This design comes from an exercise in tuning for a short achievable clock period and few clock cycles on the open sky130 flow, not from production work.
The RTL of this run was laid out without a check of its function.
Power is estimated from default activity; no workload was simulated.

==> flow/design.v <==
package chip8_isa_pkg;
  typedef enum logic [3:0] {
    JP,
    CALL,
    RET,
    SKIP,       
    LD,         
    ALU,        
    LD_I,
    ADD_I,
    STORE_BLK,  
    LOAD_BLK,   
    ILLEGAL
  } instr_class_e;
  typedef enum logic [3:0] {
    ALU_OR,
    ALU_AND,
    ALU_XOR,
    ALU_ADD,
    ALU_SUB,
    ALU_SUBN,
    ALU_SHR,
    ALU_SHL,
    ALU_PASS,
    ALU_EQ,
    ALU_NE
  } alu_op_e;
  typedef struct packed {
    instr_class_e             cls;
    alu_op_e                  alu_op;
    logic [3:0]               vx;
    logic [3:0]               vy;
    logic [7:0]               imm8;
    logic [12-1:0] addr12;
    logic                     use_imm;  
    logic                     sets_vf;
  } decoded_t;
endpackage
package chip8_bus_pkg;
  typedef struct packed {
    logic [12-1:0] addr;
    logic [7:0]               data;
  } mem_wr_t;
endpackage
`timescale 1ns/100ps
module chip8_decoder (
  input  logic [15:0]             opcode_i,
  output chip8_isa_pkg::decoded_t dec_o
);
  always_comb begin
    dec_o.cls     = chip8_isa_pkg::ILLEGAL;
    dec_o.alu_op  = chip8_isa_pkg::ALU_PASS;
    dec_o.vx      = opcode_i[11:8];
    dec_o.vy      = opcode_i[7:4];
    dec_o.imm8    = opcode_i[7:0];
    dec_o.addr12  = opcode_i[11:0];
    dec_o.use_imm = 1'b0;
    dec_o.sets_vf = 1'b0;
    casez (opcode_i)
      16'h00EE: dec_o.cls = chip8_isa_pkg::RET;  
      16'h1???: dec_o.cls = chip8_isa_pkg::JP;
      16'h2???: dec_o.cls = chip8_isa_pkg::CALL;
      16'h3???: begin
        dec_o.cls     = chip8_isa_pkg::SKIP;
        dec_o.alu_op  = chip8_isa_pkg::ALU_EQ;
        dec_o.use_imm = 1'b1;
      end
      16'h4???: begin
        dec_o.cls     = chip8_isa_pkg::SKIP;
        dec_o.alu_op  = chip8_isa_pkg::ALU_NE;
        dec_o.use_imm = 1'b1;
      end
      16'h5??0: begin
        dec_o.cls    = chip8_isa_pkg::SKIP;
        dec_o.alu_op = chip8_isa_pkg::ALU_EQ;
      end
      16'h6???: begin
        dec_o.cls     = chip8_isa_pkg::LD;
        dec_o.use_imm = 1'b1;
      end
      16'h7???: begin
        dec_o.cls     = chip8_isa_pkg::ALU;
        dec_o.alu_op  = chip8_isa_pkg::ALU_ADD;
        dec_o.use_imm = 1'b1;  
      end
      16'h8???: begin
        dec_o.cls     = chip8_isa_pkg::ALU;
        dec_o.sets_vf = 1'b1;
        case (opcode_i[3:0])
          4'h0: begin
            dec_o.cls     = chip8_isa_pkg::LD;
            dec_o.sets_vf = 1'b0;
          end
          4'h1: dec_o.alu_op = chip8_isa_pkg::ALU_OR;
          4'h2: dec_o.alu_op = chip8_isa_pkg::ALU_AND;
          4'h3: dec_o.alu_op = chip8_isa_pkg::ALU_XOR;
          4'h4: dec_o.alu_op = chip8_isa_pkg::ALU_ADD;
          4'h5: dec_o.alu_op = chip8_isa_pkg::ALU_SUB;
          4'h6: dec_o.alu_op = chip8_isa_pkg::ALU_SHR;
          4'h7: dec_o.alu_op = chip8_isa_pkg::ALU_SUBN;
          4'hE: dec_o.alu_op = chip8_isa_pkg::ALU_SHL;
          default: begin
            dec_o.cls     = chip8_isa_pkg::ILLEGAL;
            dec_o.sets_vf = 1'b0;
          end
        endcase
      end
      16'h9??0: begin
        dec_o.cls    = chip8_isa_pkg::SKIP;
        dec_o.alu_op = chip8_isa_pkg::ALU_NE;
      end
      16'hA???: dec_o.cls = chip8_isa_pkg::LD_I;
      16'hF?1E: dec_o.cls = chip8_isa_pkg::ADD_I;
      16'hF?55: dec_o.cls = chip8_isa_pkg::STORE_BLK;
      16'hF?65: dec_o.cls = chip8_isa_pkg::LOAD_BLK;
      default: ;
    endcase
  end
endmodule
`timescale 1ns/100ps
module chip8_alu (
  input  chip8_isa_pkg::alu_op_e op_i,
  input  logic [7:0]             a_i,
  input  logic [7:0]             b_i,
  output logic [7:0]             result_o,
  output logic                   flag_o,
  output logic                   cond_o
);
  logic [8:0] sum;
  assign sum = {1'b0, a_i} + {1'b0, b_i};
  always_comb begin
    result_o = b_i;  
    flag_o   = 1'b0;
    cond_o   = 1'b0;
    case (op_i)
      chip8_isa_pkg::ALU_OR:  result_o = a_i | b_i;
      chip8_isa_pkg::ALU_AND: result_o = a_i & b_i;
      chip8_isa_pkg::ALU_XOR: result_o = a_i ^ b_i;
      chip8_isa_pkg::ALU_ADD: begin
        result_o = sum[7:0];
        flag_o   = sum[8];
      end
      chip8_isa_pkg::ALU_SUB: begin
        result_o = a_i - b_i;
        flag_o   = (a_i >= b_i);  
      end
      chip8_isa_pkg::ALU_SUBN: begin
        result_o = b_i - a_i;
        flag_o   = (b_i >= a_i);
      end
      chip8_isa_pkg::ALU_SHR: begin
        result_o = {1'b0, a_i[7:1]};
        flag_o   = a_i[0];
      end
      chip8_isa_pkg::ALU_SHL: begin
        result_o = {a_i[6:0], 1'b0};
        flag_o   = a_i[7];
      end
      chip8_isa_pkg::ALU_EQ: cond_o = (a_i == b_i);
      chip8_isa_pkg::ALU_NE: cond_o = (a_i != b_i);
      default: ;
    endcase
  end
endmodule
`timescale 1ns/100ps
module chip8_regfile (
  input  logic                     clk_in,
  input  logic                     rst_i,
  input  logic [3:0]               rx_sel_i,
  input  logic [3:0]               ry_sel_i,
  input  logic                     we_i,
  input  logic [3:0]               wsel_i,
  input  logic [7:0]               wdata_i,
  input  logic                     vf_we_i,
  input  logic                     vf_i,
  input  logic                     i_we_i,
  input  logic [12-1:0] i_data_i,
  output logic [7:0]               vx_o,
  output logic [7:0]               vy_o,
  output logic [12-1:0] i_o
);
  logic [7:0]               v_q [16];
  logic [12-1:0] i_q;
  always_ff @(posedge clk_in) begin
    if (rst_i) begin
      for (int k = 0; k < 16; k++) begin
        v_q[k] <= 8'h00;
      end
      i_q <= '0;
    end else begin
      if (we_i) v_q[wsel_i] <= wdata_i;
      if (vf_we_i) v_q[16-1] <= {7'd0, vf_i};
      if (i_we_i) i_q <= i_data_i;
    end
  end
  assign vx_o = v_q[rx_sel_i];
  assign vy_o = v_q[ry_sel_i];
  assign i_o  = i_q;
endmodule
`timescale 1ns/100ps
module chip8_sequencer (
  input  logic                     clk_in,
  input  logic                     rst_i,
  input  logic [7:0]               rd_data_i,
  input  chip8_isa_pkg::decoded_t  dec_i,
  input  logic [7:0]               vx_i,
  input  logic [7:0]               vy_i,
  input  logic [12-1:0] i_i,
  input  logic [7:0]               alu_result_i,
  input  logic                     alu_flag_i,
  input  logic                     alu_cond_i,
  input  logic                     wr_ready_i,
  output logic [15:0]              opcode_o,
  output logic [12-1:0] rd_addr_o,
  output chip8_bus_pkg::mem_wr_t   wr_req_o,
  output logic                     wr_valid_o,
  output logic                     halted_o,
  output logic                     rf_we_o,
  output logic [3:0]               rf_wsel_o,
  output logic [7:0]               rf_wdata_o,
  output logic                     vf_we_o,
  output logic                     vf_o,
  output logic                     i_we_o,
  output logic [12-1:0] i_data_o
);
  localparam int SP_W = $clog2(16);
  typedef enum logic [2:0] {
    FETCH_HI,
    FETCH_LO,
    CAPTURE,
    EXEC,
    BLK_RD,
    BLK_WR,
    HALT
  } state_e;
  state_e                   state_q;
  logic [12-1:0] pc_q;
  logic [12-1:0] pc_next;
  logic [12-1:0] stack_q [16];
  logic [SP_W-1:0]          sp_q;
  logic [15:0]              opcode_q;
  logic [3:0]               blk_cnt;
  logic                     rd_phase;  
  logic                     in_exec;
  logic                     in_blk;
  logic                     blk_done;
  assign in_exec  = (state_q == EXEC);
  assign in_blk   = (state_q == BLK_RD) || (state_q == BLK_WR);
  assign blk_done = (blk_cnt == opcode_q[11:8]);
  assign halted_o = (state_q == HALT);
  assign opcode_o = in_blk ? {opcode_q[15:12], blk_cnt, opcode_q[7:0]} : opcode_q;
  always_comb begin
    pc_next = pc_q + 2'd2;
    case (dec_i.cls)
      chip8_isa_pkg::JP, chip8_isa_pkg::CALL: pc_next = dec_i.addr12;
      chip8_isa_pkg::RET:      pc_next = stack_q[sp_q - 1'b1] + 2'd2;
      chip8_isa_pkg::SKIP: begin
        if (alu_cond_i) pc_next = pc_q + 3'd4;
      end
      default: ;
    endcase
  end
  always_comb begin
    rf_we_o    = 1'b0;
    rf_wdata_o = alu_result_i;
    if (state_q == BLK_RD) begin
      rf_we_o    = rd_phase;
      rf_wdata_o = rd_data_i;
    end else if (in_exec && dec_i.cls == chip8_isa_pkg::LD) begin
      rf_we_o    = 1'b1;
      rf_wdata_o = dec_i.use_imm ? dec_i.imm8 : vy_i;
    end else if (in_exec && dec_i.cls == chip8_isa_pkg::ALU) begin
      rf_we_o = 1'b1;
    end
  end
  assign rf_wsel_o = dec_i.vx;
  assign vf_we_o   = in_exec && dec_i.cls == chip8_isa_pkg::ALU && dec_i.sets_vf;
  assign vf_o      = alu_flag_i;
  assign i_we_o    = in_exec && (dec_i.cls == chip8_isa_pkg::LD_I || dec_i.cls == chip8_isa_pkg::ADD_I);
  assign i_data_o  = (dec_i.cls == chip8_isa_pkg::LD_I) ? dec_i.addr12
                                         : i_i + {{(12-8){1'b0}}, vx_i};
  always_ff @(posedge clk_in) begin
    if (in_exec && dec_i.cls == chip8_isa_pkg::CALL) begin
      stack_q[sp_q] <= pc_q;  
    end
  end
  always_ff @(posedge clk_in) begin
    if (rst_i) begin
      state_q    <= FETCH_HI;
      pc_q       <= 12'h200;
      rd_addr_o  <= 12'h200;
      sp_q       <= '0;
      blk_cnt    <= '0;
      rd_phase   <= 1'b0;
      wr_valid_o <= 1'b0;
    end else begin
      case (state_q)
        FETCH_HI: begin
          rd_addr_o <= pc_q + 1'b1;
          state_q   <= FETCH_LO;
        end
        FETCH_LO: begin
          opcode_q[15:8] <= rd_data_i;
          state_q        <= CAPTURE;
        end
        CAPTURE: begin
          opcode_q[7:0] <= rd_data_i;
          state_q       <= EXEC;
        end
        EXEC: begin
          blk_cnt  <= '0;
          rd_phase <= 1'b0;
          case (dec_i.cls)
            chip8_isa_pkg::STORE_BLK: state_q <= BLK_WR;
            chip8_isa_pkg::LOAD_BLK: begin
              rd_addr_o <= i_i;
              state_q   <= BLK_RD;
            end
            chip8_isa_pkg::ILLEGAL: state_q <= HALT;
            default: begin
              pc_q      <= pc_next;
              rd_addr_o <= pc_next;
              state_q   <= FETCH_HI;
            end
          endcase
          if (dec_i.cls == chip8_isa_pkg::CALL) sp_q <= sp_q + 1'b1;
          else if (dec_i.cls == chip8_isa_pkg::RET) sp_q <= sp_q - 1'b1;
        end
        BLK_RD: begin
          rd_phase <= ~rd_phase;
          if (rd_phase) begin
            if (blk_done) begin
              pc_q      <= pc_next;
              rd_addr_o <= pc_next;
              state_q   <= FETCH_HI;
            end else begin
              blk_cnt   <= blk_cnt + 1'b1;
              rd_addr_o <= i_i + {{(12-4){1'b0}}, blk_cnt + 4'd1};
            end
          end
        end
        BLK_WR: begin
          if (!wr_valid_o) begin
            wr_req_o.addr <= i_i + {{(12-4){1'b0}}, blk_cnt};
            wr_req_o.data <= vx_i;
            wr_valid_o    <= 1'b1;
          end else if (wr_ready_i) begin  
            wr_valid_o <= 1'b0;
            blk_cnt    <= blk_cnt + 1'b1;
            if (blk_done) begin
              pc_q      <= pc_next;
              rd_addr_o <= pc_next;
              state_q   <= FETCH_HI;
            end
          end
        end
        default: ;  
      endcase
    end
  end
endmodule
`timescale 1ns/100ps
module chip8_core (
  input  logic                     clk_in,
  input  logic                     rst_i,
  input  logic [7:0]               rd_data_i,
  input  logic                     wr_ready_i,
  output logic [12-1:0] rd_addr_o,
  output logic [12-1:0] wr_addr_o,
  output logic [7:0]               wr_data_o,
  output logic                     wr_valid_o,
  output logic                     halted_o
);
  logic [15:0]              opcode;
  chip8_isa_pkg::decoded_t                 dec;
  logic [7:0]               vx;
  logic [7:0]               vy;
  logic [7:0]               alu_b;
  logic [7:0]               alu_result;
  logic                     alu_flag;
  logic                     alu_cond;
  logic [12-1:0] i_reg;
  logic                     rf_we;
  logic [3:0]               rf_wsel;
  logic [7:0]               rf_wdata;
  logic                     vf_we;
  logic                     vf;
  logic                     i_we;
  logic [12-1:0] i_data;
  chip8_bus_pkg::mem_wr_t   wr_req;
  assign wr_addr_o = wr_req.addr;
  assign wr_data_o = wr_req.data;
  assign alu_b = dec.use_imm ? dec.imm8 : vy;  
  chip8_sequencer u_seq (
    .clk_in       (clk_in),
    .rst_i        (rst_i),
    .rd_data_i    (rd_data_i),
    .dec_i        (dec),
    .vx_i         (vx),
    .vy_i         (vy),
    .i_i          (i_reg),
    .alu_result_i (alu_result),
    .alu_flag_i   (alu_flag),
    .alu_cond_i   (alu_cond),
    .wr_ready_i   (wr_ready_i),
    .opcode_o     (opcode),
    .rd_addr_o    (rd_addr_o),
    .wr_req_o     (wr_req),
    .wr_valid_o   (wr_valid_o),
    .halted_o     (halted_o),
    .rf_we_o      (rf_we),
    .rf_wsel_o    (rf_wsel),
    .rf_wdata_o   (rf_wdata),
    .vf_we_o      (vf_we),
    .vf_o         (vf),
    .i_we_o       (i_we),
    .i_data_o     (i_data)
  );
  chip8_decoder u_dec (
    .opcode_i (opcode),
    .dec_o    (dec)
  );
  chip8_alu u_alu (
    .op_i     (dec.alu_op),
    .a_i      (vx),
    .b_i      (alu_b),
    .result_o (alu_result),
    .flag_o   (alu_flag),
    .cond_o   (alu_cond)
  );
  chip8_regfile u_rf (
    .clk_in   (clk_in),
    .rst_i    (rst_i),
    .rx_sel_i (dec.vx),
    .ry_sel_i (dec.vy),
    .we_i     (rf_we),
    .wsel_i   (rf_wsel),
    .wdata_i  (rf_wdata),
    .vf_we_i  (vf_we),
    .vf_i     (vf),
    .i_we_i   (i_we),
    .i_data_i (i_data),
    .vx_o     (vx),
    .vy_o     (vy),
    .i_o      (i_reg)
  );
endmodule
==> flow/run.sh <==
#!/bin/bash
# synth_recipe.tcl (not shown) runs the flow's synth.tcl, then flattens the netlist and writes it again
# the make line also repeats each setting of config.mk as NAME=value (left out here)
make -C /OpenROAD-flow-scripts/flow DESIGN_CONFIG=/design/flow/config.mk WORK_HOME=/design/flow/orfs CLKGATE_MAP_FILE= SYNTH_SCRIPT=/design/flow/synth_recipe.tcl finish
==> flow/config.mk <==
export PLATFORM = sky130hd
export DESIGN_NAME = chip8_core
export DESIGN_NICKNAME = chip8_core
export VERILOG_FILES = /design/flow/design.v
export SDC_FILE = /design/flow/constraint.sdc
export NUM_CORES = 4
export LEC_CHECK = 0
export CAP_MARGIN = 20
export CORE_MARGIN = 2
export CORE_UTILIZATION = 40
export SLEW_MARGIN = 20
==> flow/constraint.sdc <==
create_clock -name core_clock -period 8.0 [get_ports {clk_in}]
set_input_delay 1.6000 -clock core_clock [delete_from_list [all_inputs] [get_ports {clk_in}]]
set_output_delay 1.6000 -clock core_clock [all_outputs]
set_load 0.01 [all_outputs]
==> run notes <==
[cells in the mapped netlist, drive strengths merged (16+ instances only)]
master and count:
nor2b 19, nand2 139, inv 55, xnor2 40
ha 64, nor2 256, edfxtp 356, nand2b 37
a211oi 23, a21oi 73, nand3 32, a31oi 17
clkbuf 59, dfxtp 49, xor2 36, o211ai 16
mux4 124, o21ai 82, buf 62, nor3 40
mux2i 53
[layer usage]
metal,vias to the layer above,part of all wire,wire (um)
met1,7835,0.43,27450
met5,-,0,0
met3,118,0.073,4590
met2,671,0.46,29380
li1,6930,-,-
met4,0,0.029,1807
[placed cells by master, fill, tap and decap left out, types with 7 or more instances in the layout]
| cell | count |
|---|---|
| mux4_2 | 123 |
| nand4_1 | 9 |
| o21ai_1 | 7 |
| nor4_1 | 8 |
| edfxtp_1 | 356 |
| nor3_1 | 34 |
| bufinv_16 | 11 |
| nand2b_1 | 37 |
| clkinv_1 | 8 |
| dfxtp_1 | 48 |
| inv_1 | 55 |
| and2_1 | 10 |
| mux2i_1 | 49 |
| nor2b_1 | 19 |
| a21o_1 | 12 |
| and3_1 | 15 |
| xnor2_1 | 40 |
| xor2_1 | 35 |
| nand3_1 | 32 |
| nand2_1 | 138 |
| a21oi_1 | 73 |
| o21ai_0 | 74 |
| o211ai_1 | 14 |
| ha_1 | 63 |
| buf_4 | 49 |
| a211oi_1 | 22 |
| a31oi_1 | 17 |
| clkbuf_16 | 45 |
| a221oi_1 | 7 |
| nor2_1 | 256 |
| o22ai_1 | 11 |
| clkdlybuf4s50_1 | 43 |
[logic make-up after synthesis]
group,count (synthesis),share of synthesized area
AO/OA/AOI/OAI,313,0.09430
XOR/XNOR,76,0.02977
AND/OR/NAND/NOR,603,0.1252
flip-flops,405,0.5220
adder cells (fa/ha/maj),70,0.04119
buffers and inverters,176,0.03475
multiplexers,183,0.1527
[stage by stage]
stage | setup WS [ps] | total power [uW] | std cells | util | area (um^2)
after floorplan | 3124 | 4277 | 1826 | - | 22360
after global placement | 1422 | 5033 | 2546 | 0.4275 | 23600
after detailed placement | 1264 | 5051 | 2546 | 0.4275 | 23600
after CTS | 1236 | 7309 | 2627 | 0.4568 | 25210
after global routing | 697.8 | 7630 | 2627 | 0.4571 | 25230
final | 1096 | 7315 | 2627 | 0.4571 | 25230
[flip-flops by register name, indices dropped and copies added (netlist names)]
| signal | flops |
|---|---|
| u_seq.rd_phase | 1 |
| u_rf.i_q | 12 |
| u_seq.opcode_q | 16 |
| u_seq.wr_valid_o | 1 |
| u_seq.pc_q | 12 |
| u_seq.sp_q | 4 |
| u_seq.blk_cnt | 4 |
| u_seq.wr_req_o | 20 |
| u_seq.rd_addr_o | 12 |
| u_seq.state_q | 3 |
| u_rf.v_q | 128 |
| u_seq.stack_q | 192 |
[cell type report]
| class | instances | area share |
|---|---|---|
| multi-input combinational | 1245 | 0.3962 |
| inverter | 55 | 0.008183 |
| tap | 748 | 0.03709 |
| sequential | 405 | 0.4627 |
| clock inverter | 32 | 0.01875 |
| timing repair buffer | 93 | 0.03184 |
| clock buffer | 49 | 0.04523 |
[final timing paths]
| check | to | slack (ps) |
|---|---|---|
| worst max-delay path | u_seq.rd_addr_o[11] | 1100 |
| worst min register to register | u_seq.rd_addr_o[2] | 470 |
| worst min-delay path | u_seq.rd_addr_o[2] | 470 |
| worst max register to register | u_seq.rd_addr_o[11] | 1100 |
[power groups by stage]
stage	Clock [uW]	Sequential, uW	Combinational [uW]
2_1_floorplan	0	2560	1720
3_3_place_gp	0	2660	2380
3_5_place_dp	0	2660	2390
4_1_cts	2290	2620	2400
5_1_grt	2370	2640	2620
6_report	2260	2630	2430
[worst max-delay path: cells and delay by family, from the launching register on]
family	cells	cell delay [ps]
flops	1	670
buf+inv	1	350
mux	3	1730
simple gates	8	2740
compound gates	4	870
fa+ha+maj	1	420
==> flow_metrics.py <==
metrics = {
    "synthesis": {
        "async_flop_share": 0,
        "synth_nets": 1907,
        "ys_seq_elements": 405,
        "synth_edf_count": 356,
        "ys.flop_type": "edfxtp_1",
        "synthesis.area_um2": 22360,
        "syn_avg_cell_area_um2": 12.24,
        "synth_cells": 1826,
        "synth.largest_area_cell": "edfxtp_1",
        "yosysSeqAreaShare": 0.5220,
        "ys_warn_count": 4,
        "synthTopCellsByArea": "edfxtp_1 (48%), mux4_2 (12%), dfxtp_1 (4.4%), nor2_1 (4.3%), ha_1 (3.6%)",
        "synth_top_area_frac": 0.4781,
        "ys_types": 93,
    },
    "setup_path": {
        "path_class": "flip-flop to flip-flop",
        "critPathSlowestCell": "mux2i_4",
        "rr_startpoint": "u_seq.state_q[2]",
        "crit_path_max_fanout": 16,
        "crit_start": "u_seq.state_q[2]",
        "cp.required_ps": 8510,
        "reg2regPathDepth": 17,
        "cp_cell_sequence": "nand2b_1 -> mux2i_4 -> buf_4 -> mux4_2 -> nor2b_1 -> a211oi_1 -> nor2_1 -> ha_1 -> and4b_1 -> nand4_1 -> nor3_1 -> o21ai_2 -> mux2i_1 -> or4_1 -> nand3_1 -> o2111ai_1 -> a31oi_1",
        "slowest_delay_ps": 1010,
        "cp.arrival_ps": 7410,
        "crit_path_start_kind": "flip-flop",
        "critPathCaptureType": "flip-flop",
    },
    "sta": {
        "grt_setup_unrepaired": "no",
        "hold_violations": 0,
        "fin_hold_ws_ps": 466.4,
        "fin_crit_sh": 0.8629,
        "relSlewSlack": 0.2468,
        "setup_viol": 0,
        "fin_crit_ps": 6904,
        "max_freq_mhz": 144.9,
        "slew_violations": 0,
        "fin_skew_ps": 45.12,
        "fin_setup_tns_ps": 0,
        "worst_pin_slew_ps": 1106,
    },
    "clock_tree": {
        "clk_pin_slew_ps": 60,
        "cts.path.max_buffers": 3,
        "cts_hold_buf": 0,
        "insertion_delay_ps": 590,
        "htree_levels": 2,
        "root_buffer": "clkbuf_16",
        "cts_tree": "built",
        "cts_repair_resize_count": 0,
        "cts_setup_buffers": 0,
        "numCtsBuffers": 44,
        "cts_sinks": 405,
    },
    "power_and_ir_drop": {
        "pwr_density_cell_nw_per_um2": 289.9,
        "pwr-share-clk": 0.308,
        "p_sw_uw": 2585,
        "peakVddDrop_uv": 197.2,
        "p_seq_frac": 0.359,
        "p_comb_frac": 0.333,
        "power.internal_uw": 4730,
        "p_leak_uw": 0.008726,
        "switching_share": 0.3534,
    },
    "place": {
        "io_buffers": 44,
        "gp_congestion": 0.9290,
        "dp_hpwl_mm": 43.76,
    },
    "detailed_routing": {
        "wl_per_cell_um": 24.07,
        "first_pass_iters": 6,
        "dr.first_iter.drc_count": 1634,
        "wl_mm": 63.22,
        "ant_nets": 0,
        "vias": 15550,
        "viasPerCell": 5.921,
        "drc": 0,
    },
    "grt": {
        "antenna_found_initial": 0,
        "grt_pass1_vias": 15170,
        "grt_usage": 0.2214,
        "use_met1": 0.3097,
        "grt_pass1_wl_mm": 96.00,
        "use_met2": 0.3504,
        "grt_max_degree": 49,
        "grt-ovfl-total": 0,
        "grt.busiest_layer": "met2",
        "use_met3": 0.04214,
    },
    "floorplanning": {
        "die-area_um2": 57800,
        "start_util": 0.4050,
        "row_count": 86,
        "dieWidth_um": 240.4,
        "io_pins": 45,
        "die_y_um": 240.4,
        "core_um2": 55200,
    },
    "cells_and_area": {
        "regArea_um2": 11670,
        "area.growth.synth_to_final_pct": 12.85,
        "num-nets-final": 1925,
        "diodes": 0,
        "layout-drive-gt1-share": 0.1517,
        "multi_input_area_um2": 9996,
        "nFillCells": 4981,
    },
    "hold_path": {
        "hold_class": "flip-flop to flip-flop",
        "hp-start": "u_seq.rd_addr_o[2]",
        "hold_path_depth": 2,
    },
    "status": {
        "status": "complete, no violations",
    },
    "flow_run": {
        "drv_cap": 0,
    },
}

==> what the ideal ports hide <==
Ports are ideal in the flow. The routed layout listed here was re-timed in OpenROAD. Step 1 assumes that a clkbuf_16 drives the clock port and a buf_2 every other input. Step 2 also shifts input and output timing later by t, the mid clock arrival at the registers, as if the neighbouring blocks saw the same clock. a / b / c = ideal ports / drivers / drivers and shift; a / b = the first two.
t (ns): 0.631
setup slack, ns: 1.096 / 1.096 / 1.096
worst register clock-pin slew, ns: 0.07 / 0.07
After both steps this run still meets setup and hold. For this run, drivers alone change the setup slack by 0.000 ns; drivers and shift together by 0.000 ns.
